Source: an optimization exercise on an open RTL-to-GDS flow (aim: small area). Production flows keep margins and buffers that such runs may drop.
Function was checked by simulation only, so behaviour that the tests miss may differ from the original.
No activity file was given, so power comes from the tool's default toggle rates.

v42:
Design invaders_top, start of the top module:
module invaders_top #(
    parameter int ALIEN_COLS = 6,
    parameter int ALIEN_ROWS = 3
) (
    input  wire logic        clk,
    input  wire logic        reset,
    input  wire logic        frame_tick,
    input  wire logic        fire,
    input  wire logic        left,
    input  wire logic        right,
    input  wire logic        wb_cyc,
    input  wire logic        wb_stb,
    input  wire logic        wb_we,
    input  wire logic [2:0]  wb_adr,
    input  wire logic [31:0] wb_dat_w,
    output logic [31:0]      wb_dat_r,
    output logic             wb_ack
);
For scale: roughly 77 I/O pins.
clock: 8.0 ns
lec_check: 0
cap_margin: 20
core_margin: 2
core_utilization: 60
cts_buf_list: sky130_fd_sc_hd__clkbuf_8
cts_cluster_size: 40
slew_margin: 20
standard.sh (not shown) runs the stock make flow with config.mk's settings and CLKGATE_MAP_FILE= SYNTH_SCRIPT=/design/flow/synth_recipe.tcl, a recipe that flattens the netlist after the stock synthesis.
==> flow/flow/run.sh <==
#!/bin/bash
# Standard ORFS layout, with two changes:
#  * abc maps the logic for area (flow/abc.script) instead of ORFS's
#    delay-driven script, and adders are left to abc rather than mapped to
#    adder cells first; registers are mapped exactly as in the standard
#    synthesis, since only the combinational mapping changes;
#  * ports are buffered with the smallest buffer.
# Each tool's output goes to the ORFS logs under orfs/logs and to flow_*.log here.
set -euo pipefail
HERE=$PWD
rm -rf "$HERE/scripts_mod"
cp -r "$FLOW_HOME/scripts" "$HERE/scripts_mod"
cp "$HERE/flow/abc.script" "$HERE/scripts_mod/abc_speed.script"
bash standard.sh SCRIPTS_DIR="$HERE/scripts_mod" \
    ADDER_MAP_FILE= \
    BUFFER_PORTS_ARGS="-buffer_cell sky130_fd_sc_hd__buf_1" \
    finish > "$HERE/flow_standard.log" 2>&1
==> flow/flow/abc.script <==
&get -n
&st
&deepsyn -T 30
&put
dch -f
amap -F 4 -A 8
Both conditions hold for v42: the flow ran to the end and the final layout passed the timing, design-rule and antenna checks.
Edits applied to the flow inputs when going from v42 to v55:
- CORE_UTILIZATION changed from 60 to 75
- SLEW_MARGIN changed from 20 to 0
- GPL_TIMING_DRIVEN newly set to 0
- CAP_MARGIN changed from 20 to 0
Going from v42 to v55, final wirelength higher, fraction of area in clock buffers and inverters roughly the same, final RePlAce weighted congestion higher, final non-filler cell area higher.
[v55] share of total power in combinational logic rose 1.3 points relative to v42
Input-level comparison between v5 and v55:
- a change of CORE_UTILIZATION from 75 to 85
- a deleted GPL_TIMING_DRIVEN that had been 0
--- outcome ---
v5 did not finish: a tool error stopped it during 3_1_place_gp_skip_io. Sort v55 and v5 by netlist area before placement, descending, and v55 comes first. Starting density of the core is higher on v5. NOTE: overall die width in v5 falls short of that of v55. Sort v55 and v5 by synthesized cell count asc -> top: v5.

* * *

== v30 ==
invaders_top again, from the RTL that the note above started with.
==> flow/config.mk <==
export PLATFORM = sky130hd
export DESIGN_NAME = invaders_top
export DESIGN_NICKNAME = invaders_top
export VERILOG_FILES = /design/flow/design.v
export SDC_FILE = /design/flow/constraint.sdc
export NUM_CORES = 4
export LEC_CHECK = 0
export CAP_MARGIN = 0
export CORE_MARGIN = 2
export CORE_UTILIZATION = 75
export CTS_BUF_LIST = sky130_fd_sc_hd__clkbuf_8
export CTS_CLUSTER_SIZE = 40
export SLEW_MARGIN = 0
==> flow/constraint.sdc <==
create_clock -name core_clock -period 8.0 [get_ports {clk}]
set_input_delay 1.6000 -clock core_clock [delete_from_list [all_inputs] [get_ports {clk}]]
set_output_delay 1.6000 -clock core_clock [all_outputs]
set_load 0.01 [all_outputs]
Scripts as last shown in full above: flow/flow/run.sh, flow/flow/abc.script
Modified inputs, v3 compared to v30
# v30
export LEC_CHECK = 0
export CAP_MARGIN = 0
export CORE_MARGIN = 2
export CORE_UTILIZATION = 75
export CTS_BUF_LIST = sky130_fd_sc_hd__clkbuf_8
export CTS_CLUSTER_SIZE = 40
export SLEW_MARGIN = 0
create_clock -name core_clock -period 8.0 [get_ports {clk}]
# v3
export LEC_CHECK = 0
export CAP_MARGIN = 0
export CORE_MARGIN = 2
export CORE_UTILIZATION = 60
export CTS_BUF_LIST = sky130_fd_sc_hd__clkbuf_8
export CTS_CLUSTER_SIZE = 40
export SLEW_MARGIN = 0
create_clock -name core_clock -period 8.0 [get_ports {clk}]
Compared v30 against v3; fraction of area in multi-input gates within noise. Compare v3 and v30 | sequential power lower: v3. Relative to v30, count of clock-buffer cells in the layout has gone down in v3. v30 has a higher initial cell density of the core than v3.
For v51, these inputs were changed with respect to v3:
# v3
export LEC_CHECK = 0
export CAP_MARGIN = 0
export CORE_MARGIN = 2
export CORE_UTILIZATION = 60
export CTS_BUF_LIST = sky130_fd_sc_hd__clkbuf_8
export CTS_CLUSTER_SIZE = 40
export SLEW_MARGIN = 0
create_clock -name core_clock -period 8.0 [get_ports {clk}]
# v51
export LEC_CHECK = 0
export CAP_MARGIN = 0
export CORE_MARGIN = 2
export CORE_UTILIZATION = 75
export CTS_BUF_LIST = sky130_fd_sc_hd__clkbuf_8
export CTS_CLUSTER_SIZE = 40
export SLEW_MARGIN = 0
create_clock -name core_clock -period 8.0 [get_ports {clk}]
==> flow/flow/run.sh <==
#!/bin/bash
set -euo pipefail
HERE=$PWD
rm -rf "$HERE/scripts_mod"
cp -r "$FLOW_HOME/scripts" "$HERE/scripts_mod"
cp "$HERE/flow/abc.script" "$HERE/scripts_mod/abc_speed.script"
bash standard.sh SCRIPTS_DIR="$HERE/scripts_mod" \
    ADDER_MAP_FILE= \
    BUFFER_PORTS_ARGS="-buffer_cell sky130_fd_sc_hd__buf_1" \
    finish > "$HERE/flow_standard.log" 2>&1
==> comparison <==
The flow did not stop early for v51: all stages ran, and the layout cleared the timing, design-rule and antenna checks.
Compared with v3, the detailed router inserted more vias in v51.
When v51 is measured against v3, its share of the final layout cell area in sequential cells turns out 0.55 points higher.
Cell-internal power: v51 < v3
| clock group share of total power | higher: v3 |
The routed wire length per instance number comes out higher for v51 vs v3.
Fmax on v51 is down relative to v3.
The slew at the pin closest to its max-slew limit of v3 and that of v51 are within noise of each other.
Compared with v3, v51 degrades final setup slack of the worst path.
[diff] final area, v51 relative to v3: improvement
Where overall routed net length is concerned, v3 is better than v51.

* * *

job 7577:
Starting RTL as in the previous note.
==> flow/config.mk <==
export PLATFORM = sky130hd
export DESIGN_NAME = invaders_top
export DESIGN_NICKNAME = invaders_top
export VERILOG_FILES = /design/flow/design.v
export SDC_FILE = /design/flow/constraint.sdc
export NUM_CORES = 4
export LEC_CHECK = 0
export CAP_MARGIN = 0
export CORE_MARGIN = 2
export CORE_UTILIZATION = 75
export CTS_BUF_LIST = sky130_fd_sc_hd__clkbuf_8
export CTS_CLUSTER_SIZE = 40
export SLEW_MARGIN = 0
==> flow/constraint.sdc <==
create_clock -name core_clock -period 8.0 [get_ports {clk}]
set_input_delay 1.6000 -clock core_clock [delete_from_list [all_inputs] [get_ports {clk}]]
set_output_delay 1.6000 -clock core_clock [all_outputs]
set_load 0.01 [all_outputs]
==> flow/flow/run.sh <==
#!/bin/bash
set -euo pipefail
HERE=$PWD
rm -rf "$HERE/scripts_mod"
cp -r "$FLOW_HOME/scripts" "$HERE/scripts_mod"
cp "$HERE/flow/abc.script" "$HERE/scripts_mod/abc_speed.script"
bash standard.sh SCRIPTS_DIR="$HERE/scripts_mod" \
    ADDER_MAP_FILE= \
    SKIP_REPAIR_TIE_FANOUT=1 \
    BUFFER_PORTS_ARGS="-buffer_cell sky130_fd_sc_hd__buf_1" \
    finish > "$HERE/flow_standard.log" 2>&1
Scripts as last shown in full above: flow/flow/abc.script
Job 7577: PASS, flow complete, no timing, DRC or antenna violations
Here is what was changed in the inputs of job 8306 compared with job 7577.
Settings: CAP_MARGIN: 0 -> 20; SLEW_MARGIN: 0 -> 20; CORE_UTILIZATION: 75 -> 60.
--- a/flow/flow/run.sh
+++ b/flow/flow/run.sh
@@ -1,3 +1,10 @@
 #!/bin/bash
+# Standard ORFS layout, with two changes:
+#  * abc maps the logic for area (flow/abc.script) instead of ORFS's
+#    delay-driven script, and adders are left to abc rather than mapped to
+#    adder cells first; registers are mapped exactly as in the standard
+#    synthesis, since only the combinational mapping changes;
+#  * ports are buffered with the smallest buffer.
+# Each tool's output goes to the ORFS logs under orfs/logs and to flow_*.log here.
 set -euo pipefail
 HERE=$PWD
@@ -7,5 +14,4 @@
 bash standard.sh SCRIPTS_DIR="$HERE/scripts_mod" \
     ADDER_MAP_FILE= \
-    SKIP_REPAIR_TIE_FANOUT=1 \
     BUFFER_PORTS_ARGS="-buffer_cell sky130_fd_sc_hd__buf_1" \
     finish > "$HERE/flow_standard.log" 2>&1
==> flow/flow/abc.script <==
&get -n
&st
&deepsyn -T 60
&dch -f
&nf -p -R 1000 -F 8 -A 8 -C 32
&put
==> comparison <==
Job 8306: flow completed, timing, DRC and antenna clean
Against job 7577, power density normalized to cell area in job 8306 fell by more than 10%.
Cmp job 8306 vs job 7577: share of power burned in the clock network higher in job 8306
In the flow results for job 8306 and job 7577, the post-synthesis instance area is smaller on job 7577.
When job 8306 is measured against job 7577, its final critical path time including I/O delays and setup turns out 0.13 ns higher.
Job 8306 against job 7577: synthesized cell count down about 9%; design area climbed 190 um2.
Global placement routability congestion went down by a few percent going from job 7577 to job 8306.
In job 8306, relative area change from synthesis to final layout is higher than in job 7577.
What job 7676 does differently from job 8306 at the input level:
Settings: CORE_UTILIZATION: 60 -> 75.
==> flow/flow/abc.script <==
&get -n
&st
&deepsyn -T 30
&put
dch -f
amap -F 4 -A 8
Looking at biggest area consumer among cell classes, the multi-input combinational cells result is from job 8306; the sequential cells one comes from job 7676.
[compare] base=job 8306 new=job 7676: area enclosed by the die boundary saw a decrease, fraction of layout cells with a size suffix above 1 went down by 0.73 points, final standard cell utilization of the core higher.
[compare] base=job 8306 new=job 7676: number of inserted diodes held steady; power density over cell area grew by about 8%; post-route antenna net violation count held steady.
The clock-net power of job 7676 was superior to that of job 8306.
Synthesis-to-finish area growth ends up lower on job 7676.
Of job 7676 and job 8306, the run reporting the higher simple-gate portion of the synthesized area was job 8306.
Final design instance area without fill in job 7676 vs job 8306: down about 1.7%
Routed wire length on met3 (job 7676 over job 8306): increase, about 60%
--- input diff job 7676..job 8603 ---
Settings: a change of CAP_MARGIN from 20 to 0; a change of SLEW_MARGIN from 20 to 0.
==> flow/flow/run.sh <==
#!/bin/bash
set -euo pipefail
HERE=$PWD
rm -rf "$HERE/scripts_mod"
cp -r "$FLOW_HOME/scripts" "$HERE/scripts_mod"
cp "$HERE/flow/abc.script" "$HERE/scripts_mod/abc_speed.script"
bash standard.sh SCRIPTS_DIR="$HERE/scripts_mod" \
    ADDER_MAP_FILE= \
    SKIP_REPAIR_TIE_FANOUT=1 \
    BUFFER_PORTS_ARGS="-buffer_cell sky130_fd_sc_hd__buf_1" \
    finish > "$HERE/flow_standard.log" 2>&1
[summary]
Job 8603 completed every stage of the flow, and the final layout passed the timing, design-rule and antenna checks.
Job 8603 -> job 7676: total of cells resized after clock tree synthesis delta 0, exact match
Going from job 7676 to job 8603, multi-input gate share of total cell area now smaller, normalized max-slew margin now smaller, maximum frequency now smaller.
Summary — proportion of power drawn by combinational gates, job 8603 relative to job 7676: lower, by 0.4 points.
Between job 8603 and job 7676, it is job 8603 whose design area is lower, by about 0.5%.
On data arrival time at the worst-slack endpoint: between job 8603 and job 7676, it ends up lower for job 7676.

-- port drivers added, routing unchanged --
How much do the figures lean on ideal ports? The routed layouts below were timed once more, with nothing changed but the port constraints.
Step 1, drivers: a clkbuf_16 drives clk and a buf_2 each remaining input, both assumed.
Step 2, shift: input delay + t, output delay - t, t = (earliest + latest rising clock arrival at the registers) / 2. This alone moves slack from input paths to output paths.
Three values: ideal, step 1, step 2; two values: the first two.
| run | t, ns | setup WS [ns] | worst setup path at the end | latest minus earliest clock arrival (ns) | worst slew at a driven data input, ns |
|---|---|---|---|---|---|
| v42 | 0.508 | 3.346 / 3.346 / 3.346 | register to register | 0.014 / 0.014 | 0.03 |
| v55 | 0.483 | 3.056 / 3.056 / 3.056 | register to register | 0.014 / 0.014 | 0.03 |
| v30 | 0.506 | 3.098 / 3.098 / 3.034 | input to register | 0.011 / 0.012 | 0.03 |
| v3 | 0.508 | 3.349 / 3.349 / 3.349 | register to register | 0.014 / 0.015 | 0.03 |
| v51 | 0.493 | 3.124 / 3.124 / 3.124 | register to register | 0.018 / 0.018 | 0.03 |
| job 7577 | 0.514 | 2.865 / 2.865 / 2.865 | register to register | 0.011 / 0.012 | 0.04 |
| job 8306 | 0.490 | 2.730 / 2.730 / 2.730 | register to register | 0.011 / 0.011 | 0.03 |
| job 7676 | 0.497 | 3.144 / 3.144 / 3.144 | register to register | 0.017 / 0.016 | 0.03 |
| job 8603 | 0.514 | 2.865 / 2.865 / 2.865 | register to register | 0.011 / 0.012 | 0.04 |
After both steps every run listed still meets setup and hold. The setup slack of v30, which loses most, moves by 0.000 ns with the drivers and by -0.064 ns with both steps.
